Source: an optimization exercise on an open RTL-to-GDS flow (aim: small area, a short achievable clock period and few clock cycles). Production flows keep margins and buffers that such runs may drop. No run shown here included a check of the RTL's function; only the layout flow was run. Power and IR drop assume default switching activity.

[flow/flow/run.sh]
#!/bin/bash
# The standard layout (the standard.sh: its synthesis, floorplan, power grid,
# placement, CTS and routing unchanged), with one difference: the buffers that
# placement puts on every input and output port are sky130_fd_sc_hd__buf_1
# cells instead of the default delay-cell buffers.
set -euo pipefail
export BUFFER_PORTS_ARGS="-buffer_cell sky130_fd_sc_hd__buf_1"
bash standard.sh finish > flow_make.log 2>&1
[flow/standard.sh]
#!/bin/bash
# synth_recipe.tcl (not shown) runs the flow's synth.tcl, then flattens the netlist and writes it again
# the make line also repeats each setting of config.mk as NAME=value (left out here)
make -C /OpenROAD-flow-scripts/flow DESIGN_CONFIG=/design/flow/config.mk WORK_HOME=/design/flow/orfs CLKGATE_MAP_FILE= SYNTH_SCRIPT=/design/flow/synth_recipe.tcl "${@:-finish}"
[flow/config.mk]
export PLATFORM = sky130hd
export DESIGN_NAME = agu_tile_stream
export DESIGN_NICKNAME = agu_tile_stream
export VERILOG_FILES = /design/flow/design.v
export SDC_FILE = /design/flow/constraint.sdc
export NUM_CORES = 4
export LEC_CHECK = 0
export ABC_AREA = 1
export CAP_MARGIN = 20
export CORE_MARGIN = 2
export CORE_UTILIZATION = 55
export CTS_CLUSTER_DIAMETER = 100
export CTS_CLUSTER_SIZE = 20
export PLACE_DENSITY = 0.7
export SETUP_SLACK_MARGIN = 5
export SLEW_MARGIN = 20
[flow/constraint.sdc]
create_clock -name core_clock -period 13.5 [get_ports {clk}]
set_input_delay 2.7000 -clock core_clock [delete_from_list [all_inputs] [get_ports {clk}]]
set_output_delay 2.7000 -clock core_clock [all_outputs]
set_load 0.01 [all_outputs]
[flow/design.v]
module agu_tile_stream #(
  parameter int                    ADDR_WIDTH = 32,
  parameter int                    IDX_WIDTH  = 16,
  parameter int                    LANES      = 4,
  parameter int                    FIFO_DEPTH = 4,
  parameter logic [ADDR_WIDTH-1:0] NULL_ADDR  = '1
) (
  input  logic                  clk,
  input  logic                  rst,
  input  logic                  cfg_valid_i,
  output logic                  cfg_ready_o,
  input  logic [IDX_WIDTH-1:0]  mat_m_i, mat_k_i, mat_n_i,
  input  logic [IDX_WIDTH-1:0]  tm_i, tn_i, tk_i,
  input  logic [ADDR_WIDTH-1:0] base_a_i, base_b_i, base_c_i,
  input  logic [1:0]            elem_shift_i,
  input  logic                  tile_req_i,
  output logic                  tile_done_o,
  output logic                  all_tiles_done_o,
  output logic                  busy_o,
  output logic                  out_valid,
  input  logic                  out_ready,
  output logic [LANES*ADDR_WIDTH-1:0] out_addr,
  output logic [LANES-1:0]      out_null,
  output logic [1:0]            out_id,
  output logic                  out_last
);
  localparam int AW = ADDR_WIDTH;
  localparam int IW = IDX_WIDTH;
  localparam int SW = IW + 3;               
  localparam int LB = $clog2(LANES) + 3;    
  localparam int HW = AW - LB;
  localparam logic [1:0] SEG_A = 2'd0, SEG_B = 2'd1, SEG_C = 2'd2;
  logic busy_q, init_q, armed_q, run_q, done_q, last_q;
  logic [1:0]    seg_q, sh_q;
  logic          lk_q, lm_q;                
  logic          re_q;                      
  logic [IW-1:0] k_q, n_q, tm_q, tn_q, tk_q;
  logic [IW-1:0] rm_q, rn_q, rk_q, ko_q, no_q;
  logic [IW-1:0] rr_q, rc_q;                
  logic [AW-1:0] p_q, r_q, am_q, bk_q, bb_q, cm_q;
  logic cfg_acc, zero_cfg, valid, pop, adv;
  logic last_m, last_n, last_k, walk_end;
  logic [IW-1:0] em, en, ek;
  logic [IW-1:0] dm, dn, dk;
  assign cfg_acc  = cfg_valid_i & ~busy_q;
  assign zero_cfg = (mat_m_i == '0) | (mat_k_i == '0) | (mat_n_i == '0) |
                    (tm_i == '0) | (tn_i == '0) | (tk_i == '0);
  assign dm     = rm_q - tm_q;
  assign dn     = rn_q - tn_q;
  assign dk     = rk_q - tk_q;
  assign last_m = rm_q <= tm_q;
  assign last_n = rn_q <= tn_q;
  assign last_k = rk_q <= tk_q;
  assign em     = last_m ? rm_q : tm_q;
  assign en     = last_n ? rn_q : tn_q;
  assign ek     = last_k ? rk_q : tk_q;
  assign walk_end = (seg_q == SEG_C) & lm_q & last_n;
  assign valid = run_q | (armed_q & tile_req_i);
  assign pop   = valid & out_ready;
  assign adv   = pop | init_q;
  assign out_valid        = valid;
  assign tile_done_o      = out_ready & last_q;
  assign cfg_ready_o      = ~busy_q;
  assign busy_o           = busy_q;
  assign all_tiles_done_o = done_q;
  assign out_id           = seg_q;
  assign out_last         = last_q;
  localparam int GN = (HW + 3) / 4;
  logic [HW-1:0]               hi, t;
  logic [GN-1:0]               gf_q;
  logic [LANES-1:1]            c_q, nul_q;
  logic [LANES-1:1][LB-1:0]    lo;
  logic [3:0]                  sho_q;         
  assign hi = p_q[AW-1:LB];
  for (genvar l = 1; l < LANES; l++) begin : g_lo
    logic [LB-1:0] off;
    always_comb begin
      off = '0;
      for (int k = 0; k < 4; k++) if (sho_q[k]) off = off | (LB'(l) << k);
    end
    assign lo[l] = p_q[LB-1:0] + off;
  end
  always_comb begin
    for (int i = 0; i < HW; i++) begin
      t[i] = 1'b1;
      for (int j = 0; j < i / 4; j++) t[i] = t[i] & gf_q[j];
      for (int b = (i / 4) * 4; b < i; b++) t[i] = t[i] & hi[b];
    end
  end
  assign out_null[0]      = 1'b0;
  assign out_addr[AW-1:0] = p_q;
  for (genvar l = 1; l < LANES; l++) begin : g_lane
    assign out_null[l]          = nul_q[l];
    assign out_addr[l*AW +: AW] = nul_q[l] ? NULL_ADDR : {hi ^ (t & {HW{c_q[l]}}), lo[l]};
  end
  localparam int EV_START = 0, EV_INROW = 1, EV_ROW = 2, EV_TOB = 3, EV_TOC = 4;
  logic [4:0]    ev_q, ev_n;
  logic          start, inrow, rowadv, to_b, to_c, ce_n, re_n, lk_n, last_n_beat;
  logic [1:0]    seg_n;
  logic [IW-1:0] y, w_n, h_n;
  logic [SW-1:0] y_s, z_s;
  logic [AW-1:0] x, madd, uadd;
  logic [GN-1:0] gf_n;
  logic [LANES-1:1] c_n, nul_n;
  logic [IW-1:0] rc_n;
  assign start  = ev_q[EV_START];
  assign inrow  = ev_q[EV_INROW];
  assign rowadv = ev_q[EV_ROW];
  assign to_b   = ev_q[EV_TOB];
  assign to_c   = ev_q[EV_TOC];
  always_comb begin
    x = ({AW{start}} & am_q) | ({AW{inrow}} & p_q) | ({AW{rowadv}} & r_q) |
        ({AW{to_b}} & bk_q) | ({AW{to_c}} & cm_q);
    y = ({IW{start}} & ko_q) | ({IW{inrow}} & IW'(LANES)) |
        ({IW{rowadv & (seg_q == SEG_A)}} & k_q) | ({IW{rowadv & (seg_q != SEG_A)}} & n_q) |
        ({IW{to_b | to_c}} & no_q);
  end
  assign y_s  = SW'(y) << sh_q;
  assign madd = x + AW'(y_s);
  always_comb begin
    logic [4*GN-1:0] h;
    h = {{(4*GN-HW){1'b1}}, madd[AW-1:LB]};
    for (int j = 0; j < GN; j++) gf_n[j] = &h[4*j +: 4];
  end
  for (genvar l = 1; l < LANES; l++) begin : g_carry
    logic [LB:0] lo;
    assign lo     = {1'b0, madd[LB-1:0]} + ((LB+1)'(l) << sh_q);
    assign c_n[l]  = lo[LB];
    assign nul_n[l] = (rc_n[IW-1:2] == '0) & (rc_n[1:0] <= 2'(l));
  end
  assign z_s  = SW'((seg_q == SEG_A) ? rk_q : rn_q) << sh_q;
  assign uadd = r_q + AW'(z_s);
  always_comb begin
    seg_n = seg_q; lk_n = lk_q;
    w_n = (seg_q == SEG_A) ? ek : en;
    h_n = rr_q - IW'(1);
    if (start)     begin seg_n = SEG_A; w_n = ek; h_n = em; end
    else if (to_b) begin seg_n = SEG_B; w_n = en; h_n = ek; lk_n = last_k; end
    else if (to_c) begin seg_n = SEG_C; w_n = en; h_n = em; end
  end
  assign rc_n = inrow ? rc_q - IW'(LANES) : w_n;
  assign ce_n = rc_n <= IW'(LANES);
  assign re_n = inrow ? re_q : (h_n == IW'(1));
  assign last_n_beat = ce_n & re_n & ((seg_n == SEG_C) | ((seg_n == SEG_B) & ~lk_n));
  always_comb begin
    ev_n = '0;
    if (last_n_beat)           ev_n[EV_START] = 1'b1;
    else if (!ce_n)            ev_n[EV_INROW] = 1'b1;
    else if (!re_n)            ev_n[EV_ROW]   = 1'b1;
    else if (seg_n == SEG_A)   ev_n[EV_TOB]   = 1'b1;
    else                       ev_n[EV_TOC]   = 1'b1;
  end
  always_ff @(posedge clk or posedge rst) begin
    if (rst) begin
      busy_q <= 1'b0; init_q <= 1'b0; armed_q <= 1'b0; run_q <= 1'b0;
      done_q <= 1'b0; last_q <= 1'b0;
    end else if (cfg_acc) begin
      busy_q <= ~zero_cfg; init_q <= ~zero_cfg; armed_q <= 1'b0; run_q <= 1'b0;
      done_q <= zero_cfg; last_q <= 1'b0;
    end else begin
      init_q <= 1'b0;
      if (init_q) armed_q <= 1'b1;
      if (busy_q & tile_req_i) run_q <= 1'b1;
      if (adv) last_q <= last_n_beat;
      if (pop & last_q) begin
        run_q <= 1'b0;
        if (walk_end) begin busy_q <= 1'b0; armed_q <= 1'b0; done_q <= 1'b1; end
      end
    end
  end
  always_ff @(posedge clk) begin
    if (!busy_q) begin
      k_q <= mat_k_i; n_q <= mat_n_i; tm_q <= tm_i; tn_q <= tn_i; tk_q <= tk_i;
      sh_q <= elem_shift_i; sho_q <= 4'(1) << elem_shift_i;
      rm_q <= mat_m_i; rn_q <= mat_n_i; rk_q <= mat_k_i; ko_q <= '0; no_q <= '0;
      am_q <= base_a_i; bk_q <= base_b_i; bb_q <= base_b_i; cm_q <= base_c_i;
      ev_q <= 5'(1 << EV_START);
    end else if (adv) begin
      p_q <= madd; gf_q <= gf_n; c_q <= c_n; nul_q <= nul_n; ev_q <= ev_n;
      rc_q <= rc_n;
      if (!inrow) begin r_q <= madd; rr_q <= h_n; end
      seg_q <= seg_n; lk_q <= lk_n; re_q <= re_n;
      if (last_q) begin
        if (lk_q) begin
          rn_q <= last_n ? n_q : dn;
          no_q <= last_n ? '0 : no_q + tn_q;
        end
        if (lk_q & last_n) cm_q <= uadd;
        if (~lk_q) bk_q <= uadd;
      end
      if (to_b) begin
        rk_q <= last_k ? k_q : dk;
        ko_q <= last_k ? '0 : ko_q + tk_q;
        if (last_n & last_k) am_q <= uadd;
      end
      if (to_c) begin
        lm_q <= last_m;
        bk_q <= bb_q;
        if (last_n) rm_q <= dm;
      end
    end
  end
endmodule
==> results of run 1 <==
flip-flops by register name, indices dropped and copies added, names as in the netlist, 32 cells and up:
signal / cells
am_q: 32
bb_q: 32
bk_q: 32
cm_q: 32
p_q: 32
r_q: 32
where the power goes:
part           switching [W]  internal, W  total, W  leakage (nW)
Combinational        0.00342      0.00158   0.00500          8.49
Sequential          0.000499      0.00234   0.00283          3.98
Clock               0.000430     0.000354  0.000784         0.337
Total                0.00435      0.00427   0.00861          12.8
per-stage QoR:
stage	power [W]	instance area, um^2	utilization, %
floorplan	0.00619	27600	-
CTS	0.00853	30100	60.3
detailed placement	0.00773	29400	58.9
global route	0.00928	30100	60.3
global placement	0.00762	29400	58.9
finish	0.00861	30100	60.3
worst max-delay path by stage:
| stage | start | end | slack, ns |
|---|---|---|---|
| floorplan | tile_req_i | r_q[0] | 5.74 |
| global placement | tile_req_i | out_valid | 7.72 |
| detailed placement | tile_req_i | out_valid | 7.72 |
| CTS | tile_req_i | out_valid | 7.72 |
| global route | seg_q[1] | p_q[29] | 7.00 |
| finish | seg_q[1] | p_q[29] | 7.53 |
cell usage in the layout (no fill, tap or decap), types with 35 or more instances in the layout:
cell type / netlist / routed
xor2_1: 74 / 74
a21oi_1: 171 / 171
edfxtp_1: 375 / 375
buf_1: 11 / 337
o211ai_1: 38 / 38
o21ai_0: 285 / 285
nand3_1: 228 / 228
a221oi_1: 38 / 38
nor2_1: 250 / 247
nand2_1: 909 / 909
xnor2_1: 42 / 42
dfxtp_1: 37 / 35
ha_1: 144 / 144
inv_1: 398 / 395
area by class of cell:
class	instances	area (um^2)
diodes	1	2.50
clock buffers	44	707
fillers	4567	19800
inverters	405	1530
multi-input cells	2477	13400
flip-flops and latches	418	12200
well taps	672	841
repair buffers	356	1410
kinds of logic after synthesis:
kind of cell / synth area share [%]
other: 0.0136
multiplexers: 0.399
buffers and inverters: 7.30
AO/OA/AOI/OAI: 13.6
XOR/XNOR: 3.68
AND/OR/NAND/NOR: 23.7
flip-flops: 44.1
adder cells (fa/ha/maj): 7.26
metal layers:
metal  vias up  track usage (%)  part of all wire (%)
li1      12100                -                     -
met1     12000             46.6                    41
met2      1249             54.9                    45
met3       212             5.34                   8.8
met4         4             17.3                   5.6
met5         -                0                 0.029
worst reg2reg max path: cells and delay by family (launching register included):
kind,cells,cell delay [ns]
xor+xnor,1,0.15
simple gates,7,2.23
fa+ha+maj,1,0.21
flops,1,0.45
compound gates,7,1.95
buf+inv,2,0.70
==> impl_metrics.ini, run 1 <==
[run_status]
status = complete, no violations

[place]
place.gp.congestion = 1.07
preCtsSetupSlack_ns = 7.72
portBuffers = 337
placed_cells = 4328
place_hpwl_mm = 71.6

[final_layout]
syn2layout_area_growth_pct = 9.11
fin_cells = 4373
drive_above_1_share_pct = 3.35
nets = 4035

[sta]
tightest_slew_ns = 1.17
worst_slack_ns = 7.53
hold_viol = 0
rsz0062_at_grt = false
finalWorstPathRequiredPeriod_ns = 5.97
relSlewSlack_pct = 20.6
fmax_mhz = 167
setup_violations = 0
period_share_pct = 44.3
fin_tns_setup_ns = 0
hold_ws_ns = 0.518
slew_viol_final = 0
skew_ns = 0.0250

[clock_tree]
cts.sinks = 418
clockBufferDepth = 3
insertion_delay_ns = 0.59
ctsResizeCount = 0
cts_setup_buffers = 0
htreeDepth = 1
path_clk_slew_ns = 0.09
ctsHoldBuffers = 0
cts_tree = done
cts_inserted_buffers = 24
cts_root_buf = clkbuf_16

[pwr]
p_per_area_nw_per_um2 = 286
cellLeakagePower_nw = 12.8
ir_worst_vdd_mv = 0.235

[floorplanning]
core_area_um2 = 49900
die_area_um2 = 51900
fp.dieH_um = 228
start_util_pct = 55.3
die_x_um = 228
ios = 339
floorplan.rows = 82

[routing]
wl_per_cell_um = 21.2
viasPerCell = 5.85
drtPass1Iterations = 7
drc = 0
drtIter0Drc = 2613
antenna_left = 0
num_vias = 25600
drt_wl_total_mm = 92.6

[setup_path]
crit_required_ns = 13.80
r2r_setup_slack_ns = 7.53
path_class = reg -> reg
critical-path-slowest-cell = nor2_1
timing.rr.start = seg_q[1]
r2r_cells = 18
cp.depth = 18
max_stage_delay_ns = 0.73
path_buf_inv = 2
path_cells = nor2_1 > inv_1 > nor2_1 > inv_1 > o221ai_1 > o21ai_0 > o21ai_0 > ha_1 > nand2_1 > o21ai_0 > a21o_2 > nand3_1 > nand2_1 > a21boi_0 > o21ai_0 > nand3_1 > nor4_1 > xnor2_1
r2r_end = p_q[29]
endpoint_kind = flop
critPathMaxFanout = 21
crit_top_cell = o21ai_0
crit_path_start_kind = flop
arrival_ns = 6.28
path_delay_family = simple AND/OR/NAND/NOR gates

[synthesis]
seq_area_frac_synth_pct = 44.1
synthTopCellsByArea = edfxtp_1 (41%), nand2_1 (12%), ha_1 (6.5%)
yosysMostFrequentCell = nand2_1
syn_inst = 3411
synth_edf_count = 375
synth_nets = 3764
ys_async_sr_fraction_pct = 1.44
syn_area_um2 = 27600
synth_top_area_share_pct = 40.8
yosys_warnings = 1
syn_area_per_cell_um2 = 8.08
synth-seq-cells = 418
synth_commonest_cells = nand2_1 (909), inv_1 (398), edfxtp_1 (375), o21ai_0 (285), nor2_1 (250)
yosysUniqueCellTypes = 62
synth_area_leader_cell = edfxtp_1
synth-main-ff-cell = edfxtp_1

[global_route]
grt_usage_pct = 34.7
grt_pass1_vias = 24100
antenna_found_initial = 3
grt_overflow = 0
grt_max_degree = 85
grt_pass1_wl_mm = 140

[hold_path]
holdPathStages = 2
hp-start = ko_q[14]
hold_path.class = reg -> reg
min_to = ko_q[14]

[flow_run]
maxCapViolations = 0
==> run 2, diff against run 1 <==
--- a/flow/design.v
+++ b/flow/design.v
@@ -33,7 +33,7 @@
   logic busy_q, init_q, armed_q, run_q, done_q, last_q;
   logic [1:0]    seg_q, sh_q;
   logic          lk_q, lm_q;                
-  logic          re_q;                      
+  logic          ce_q, re_q;                
   logic [IW-1:0] k_q, n_q, tm_q, tn_q, tk_q;
   logic [IW-1:0] rm_q, rn_q, rk_q, ko_q, no_q;
   logic [IW-1:0] rr_q, rc_q;                
@@ -41,16 +41,16 @@
   logic cfg_acc, zero_cfg, valid, pop, adv;
   logic last_m, last_n, last_k, walk_end;
   logic [IW-1:0] em, en, ek;
-  logic [IW-1:0] dm, dn, dk;
+  logic [IW:0]   dm, dn, dk;
   assign cfg_acc  = cfg_valid_i & ~busy_q;
   assign zero_cfg = (mat_m_i == '0) | (mat_k_i == '0) | (mat_n_i == '0) |
                     (tm_i == '0) | (tn_i == '0) | (tk_i == '0);
-  assign dm     = rm_q - tm_q;
-  assign dn     = rn_q - tn_q;
-  assign dk     = rk_q - tk_q;
-  assign last_m = rm_q <= tm_q;
-  assign last_n = rn_q <= tn_q;
-  assign last_k = rk_q <= tk_q;
+  assign dm     = {1'b0, rm_q} - {1'b0, tm_q};
+  assign dn     = {1'b0, rn_q} - {1'b0, tn_q};
+  assign dk     = {1'b0, rk_q} - {1'b0, tk_q};
+  assign last_m = dm[IW] | (dm[IW-1:0] == '0);
+  assign last_n = dn[IW] | (dn[IW-1:0] == '0);
+  assign last_k = dk[IW] | (dk[IW-1:0] == '0);
   assign em     = last_m ? rm_q : tm_q;
   assign en     = last_n ? rn_q : tn_q;
   assign ek     = last_k ? rk_q : tk_q;
@@ -68,17 +68,19 @@
   localparam int GN = (HW + 3) / 4;
   logic [HW-1:0]               hi, t;
   logic [GN-1:0]               gf_q;
-  logic [LANES-1:1]            c_q, nul_q;
+  logic [3:0]                  sho_q;
+  logic [LANES-1:1]            c, nul_q;
   logic [LANES-1:1][LB-1:0]    lo;
-  logic [3:0]                  sho_q;         
   assign hi = p_q[AW-1:LB];
   for (genvar l = 1; l < LANES; l++) begin : g_lo
-    logic [LB-1:0] off;
+    logic [LB:0] off, s;
     always_comb begin
       off = '0;
-      for (int k = 0; k < 4; k++) if (sho_q[k]) off = off | (LB'(l) << k);
-    end
-    assign lo[l] = p_q[LB-1:0] + off;
+      for (int k = 0; k < 4; k++) if (sho_q[k]) off = off | ((LB+1)'(l) << k);
+    end
+    assign s     = {1'b0, p_q[LB-1:0]} + off;
+    assign c[l]  = s[LB];
+    assign lo[l] = s[LB-1:0];
   end
   always_comb begin
     for (int i = 0; i < HW; i++) begin
@@ -91,7 +93,7 @@
   assign out_addr[AW-1:0] = p_q;
   for (genvar l = 1; l < LANES; l++) begin : g_lane
     assign out_null[l]          = nul_q[l];
-    assign out_addr[l*AW +: AW] = nul_q[l] ? NULL_ADDR : {hi ^ (t & {HW{c_q[l]}}), lo[l]};
+    assign out_addr[l*AW +: AW] = nul_q[l] ? NULL_ADDR : {hi ^ (t & {HW{c[l]}}), lo[l]};
   end
   localparam int EV_START = 0, EV_INROW = 1, EV_ROW = 2, EV_TOB = 3, EV_TOC = 4;
   logic [4:0]    ev_q, ev_n;
@@ -101,7 +103,7 @@
   logic [SW-1:0] y_s, z_s;
   logic [AW-1:0] x, madd, uadd;
   logic [GN-1:0] gf_n;
-  logic [LANES-1:1] c_n, nul_n;
+  logic [LANES-1:1] nul_n;
   logic [IW-1:0] rc_n;
   assign start  = ev_q[EV_START];
   assign inrow  = ev_q[EV_INROW];
@@ -122,10 +124,7 @@
     h = {{(4*GN-HW){1'b1}}, madd[AW-1:LB]};
     for (int j = 0; j < GN; j++) gf_n[j] = &h[4*j +: 4];
   end
-  for (genvar l = 1; l < LANES; l++) begin : g_carry
-    logic [LB:0] lo;
-    assign lo     = {1'b0, madd[LB-1:0]} + ((LB+1)'(l) << sh_q);
-    assign c_n[l]  = lo[LB];
+  for (genvar l = 1; l < LANES; l++) begin : g_null
     assign nul_n[l] = (rc_n[IW-1:2] == '0) & (rc_n[1:0] <= 2'(l));
   end
   assign z_s  = SW'((seg_q == SEG_A) ? rk_q : rn_q) << sh_q;
@@ -139,7 +138,7 @@
     else if (to_c) begin seg_n = SEG_C; w_n = en; h_n = em; end
   end
   assign rc_n = inrow ? rc_q - IW'(LANES) : w_n;
-  assign ce_n = rc_n <= IW'(LANES);
+  assign ce_n = inrow ? (rc_q <= IW'(2*LANES)) : (w_n <= IW'(LANES));
   assign re_n = inrow ? re_q : (h_n == IW'(1));
   assign last_n_beat = ce_n & re_n & ((seg_n == SEG_C) | ((seg_n == SEG_B) & ~lk_n));
   always_comb begin
@@ -176,27 +175,27 @@
       am_q <= base_a_i; bk_q <= base_b_i; bb_q <= base_b_i; cm_q <= base_c_i;
       ev_q <= 5'(1 << EV_START);
     end else if (adv) begin
-      p_q <= madd; gf_q <= gf_n; c_q <= c_n; nul_q <= nul_n; ev_q <= ev_n;
+      p_q <= madd; gf_q <= gf_n; nul_q <= nul_n; ev_q <= ev_n;
       rc_q <= rc_n;
       if (!inrow) begin r_q <= madd; rr_q <= h_n; end
-      seg_q <= seg_n; lk_q <= lk_n; re_q <= re_n;
+      seg_q <= seg_n; lk_q <= lk_n; ce_q <= ce_n; re_q <= re_n;
       if (last_q) begin
         if (lk_q) begin
-          rn_q <= last_n ? n_q : dn;
+          rn_q <= last_n ? n_q : dn[IW-1:0];
           no_q <= last_n ? '0 : no_q + tn_q;
         end
         if (lk_q & last_n) cm_q <= uadd;
         if (~lk_q) bk_q <= uadd;
       end
       if (to_b) begin
-        rk_q <= last_k ? k_q : dk;
+        rk_q <= last_k ? k_q : dk[IW-1:0];
         ko_q <= last_k ? '0 : ko_q + tk_q;
         if (last_n & last_k) am_q <= uadd;
       end
       if (to_c) begin
         lm_q <= last_m;
         bk_q <= bb_q;
-        if (last_n) rm_q <= dm;
+        if (last_n) rm_q <= dm[IW-1:0];
       end
     end
   end
--- a/flow/config.mk
+++ b/flow/config.mk
@@ -9,8 +9,6 @@
 export CAP_MARGIN = 20
 export CORE_MARGIN = 2
 export CORE_UTILIZATION = 55
-export CTS_CLUSTER_DIAMETER = 100
-export CTS_CLUSTER_SIZE = 20
 export PLACE_DENSITY = 0.7
 export SETUP_SLACK_MARGIN = 5
 export SLEW_MARGIN = 20
==> run 2 against run 1 <==
Effect of this change:
- setup slack worse by 0.34 ns
- synthesized area increased by 1.8%
- critical path depth down 9
- sequential power decreased by 2%
- register-to-register slack improved by 0.48 ns
- still clean
- utilization increased by 1.9 points
- synthesized cell count is 5.4% higher
==> impl_metrics.ini, run 2 <==
[run_status]
status = complete, no violations

[setup_path]
crit_path_start_kind = flop
path_class = reg -> out
arrival_ns = 3.62
path_cells = ha_1 > inv_1 > fa_1 > inv_1 > a31oi_1 > clkinv_1 > ha_1 > or2_2 > buf_1
path_delay_family = adder cells
max_stage_delay_ns = 0.58
critPathMaxFanout = 9
path_buf_inv = 4
crit_required_ns = 10.80
critical-path-slowest-cell = a31oi_1
endpoint_kind = output pin

[floorplanning]
ios = 339
core_area_um2 = 50300
fp.dieH_um = 230
floorplan.rows = 82
die_x_um = 230
die_area_um2 = 52900
start_util_pct = 55.8

[place]
placed_cells = 4514
portBuffers = 337
place_hpwl_mm = 70.0
place.gp.congestion = 1.02

[clock_tree]
cts_inserted_buffers = 45
cts_tree = done
htreeDepth = 2
ctsResizeCount = 0
clockBufferDepth = 3
cts_root_buf = clkbuf_16
cts.sinks = 415
path_clk_slew_ns = 0.06
cts_setup_buffers = 0
ctsHoldBuffers = 0
insertion_delay_ns = 0.59

[synthesis]
synthSimpleGateAreaFrac_pct = 25.9
yosys_warnings = 1
synthAdderAreaFrac_pct = 6.64
syn_area_um2 = 28100
ys_async_sr_fraction_pct = 1.45
synth_area_leader_cell = edfxtp_1
yosysUniqueCellTypes = 67
synth_xor_area_share_pct = 3.12
synth_edf_count = 372
synth_top_family_by_area = simple AND/OR/NAND/NOR gates
synth_compound_area_share_pct = 12.9
synth-seq-cells = 415
synth_top_area_share_pct = 39.8
synthTopCellsByArea = edfxtp_1 (40%), nand2_1 (14%), inv_1 (6.1%)
synth_nets = 3937
muxShareOfSynthArea_pct = 0.464
synth-main-ff-cell = edfxtp_1
seq_area_frac_synth_pct = 43.0
syn_area_per_cell_um2 = 7.81
yosysMostFrequentCell = nand2_1
syn_inst = 3595
synth_commonest_cells = nand2_1 (1051), inv_1 (459), edfxtp_1 (372), nor2_1 (284), o21ai_0 (274)

[global_route]
grt_pass1_wl_mm = 137
grt_overflow = 0
grt_usage_pct = 33.9
grt_max_degree = 91
grt_pass1_vias = 23900
antenna_found_initial = 0

[routing]
drc = 0
drt_wl_total_mm = 91.5
viasPerCell = 5.71
wl_per_cell_um = 19.9
drtPass1Iterations = 6
drtIter0Drc = 2609
num_vias = 26300
antenna_left = 0

[hold_path]
hold_path.class = reg -> reg

[final_layout]
post-route-util_pct = 62.2
fin_cells = 4596
layout_commonest_cell = nand2_1
fillerInstances = 4608
drive_above_1_share_pct = 4.59
syn2layout_area_growth_pct = 11.5
nets = 4232
final_cell_mix = nand2_1 (1051), inv_1 (457), edfxtp_1 (372)
n_antenna_cell = 0

[sta]
finalWorstPathRequiredPeriod_ns = 6.32
hold_viol = 0
fin_tns_setup_ns = 0
slew_viol_final = 0
relSlewSlack_pct = 26.5
setup_violations = 0
fmax_mhz = 158
hold_ws_ns = 0.502
rsz0062_at_grt = false
tightest_slew_ns = 1.09
period_share_pct = 46.8
skew_ns = 0.0219

[pwr]
cellLeakagePower_nw = 13.8
p_per_area_nw_per_um2 = 293
ir_worst_vdd_mv = 0.226

[flow_run]
maxCapViolations = 0
==> run 2: cell types whose count changed after synthesis, moves of 14 or more <==
cell | previous run | this run
nand2_1 | 909 | 1051
inv_1 | 398 | 459
nor2_1 | 250 | 284
a21oi_1 | 171 | 148
nand3_1 | 228 | 213
xor2_1 | 74 | 60
==> run 2: tightest hold or removal path, delay by kind of cell (launching register included) <==
| kind | cells | cell delay, ns |
|---|---|---|
| flops | 1 | 0.34 |
| simple gates | 2 | 0.12 |
==> run 2: cell families (layout without fill, tap and decap cells) <==
kind of cell             count (synthesis)  in the layout
adder cells (fa/ha/maj)                143            143
buffers and inverters                  580            909
multiplexers                            13             13
XOR/XNOR                                99             99
other                                    1              1
flip-flops                             415            415
AO/OA/AOI/OAI                          617            617
AND/OR/NAND/NOR                       1727           1727
==> run 2: power breakdown <==
part | leakage, nW | switching, W | internal (W)
Clock | 0.667 | 0.000526 | 0.000671
Combinational | 9.23 | 0.00357 | 0.00161
Sequential | 3.95 | 0.000458 | 0.00233
Total | 13.8 | 0.00455 | 0.00461
==> run 2: routing by layer <==
layer / up-vias / global-route usage (%) / share of wire (%)
met4: 0 / 13.6 / 4.2
li1: 12700 / - / -
met3: 191 / 7.22 / 11
met2: 1363 / 51.6 / 43
met5: - / 0 / 0
met1: 12000 / 47.2 / 42
==> run 2: final timing paths <==
kind                          start  slack, ns  depth (start not counted)           end
setup / recovery             p_q[1]       7.18                          9  out_addr[69]
hold / removal               done_q       0.50                          2        done_q
setup reg to reg           seg_q[0]       8.01                         23       p_q[31]
hold reg to reg              done_q       0.50                          2        done_q
max in group asynchronous       rst      11.28                          2        busy_q
min in group asynchronous       rst       2.00                          2        done_q
==> run 2: layout make-up <==
cell class	instances	area, um^2	share of cell area [%]
timing repair buffer	360	1440	4.59
inverter	468	1760	5.64
sequential	415	12100	38.6
clock buffer	67	1310	4.19
tap	672	841	2.69
clock inverter	14	77.6	0.248
multi-input combinational	2600	13800	44.1
==> run 2: through the flow <==
step	total power [W]	setup WS, ns	instance area [um^2]
2_1_floorplan	0.00630	5.82	28100
3_3_place_gp	0.00780	7.74	29900
3_5_place_dp	0.00785	7.71	29900
4_1_cts	0.00906	7.12	31300
5_1_grt	0.00986	6.99	31300
6_report	0.00916	7.18	31300

port drivers added, routing unchanged:
The flow's constraints put no driver on any port. The routed layouts listed below were extracted and timed again, unchanged, in two steps.
Step 1, drivers: a clkbuf_16 drives clk and a buf_2 each remaining input, both assumed.
Step 2 moves the port delays by t, midway between the first and last clock arrival at a register: inputs arrive t later, outputs are due t later. That takes back most of the time a late clock gives input paths.
Slacks: ideal / step 1 / step 2; pairs: ideal / step 1.
run | t, ns | setup slack, ns | slew at the worst register clock pin (ns) | pins driven straight from the clock port
run 1 | 0.638 | 7.525 / 7.525 / 7.525 | 0.09 / 0.09 | 1
run 2 | 0.635 | 7.184 / 7.127 / 7.677 | 0.07 / 0.07 | 1
After both steps setup and hold are still met in every run listed.
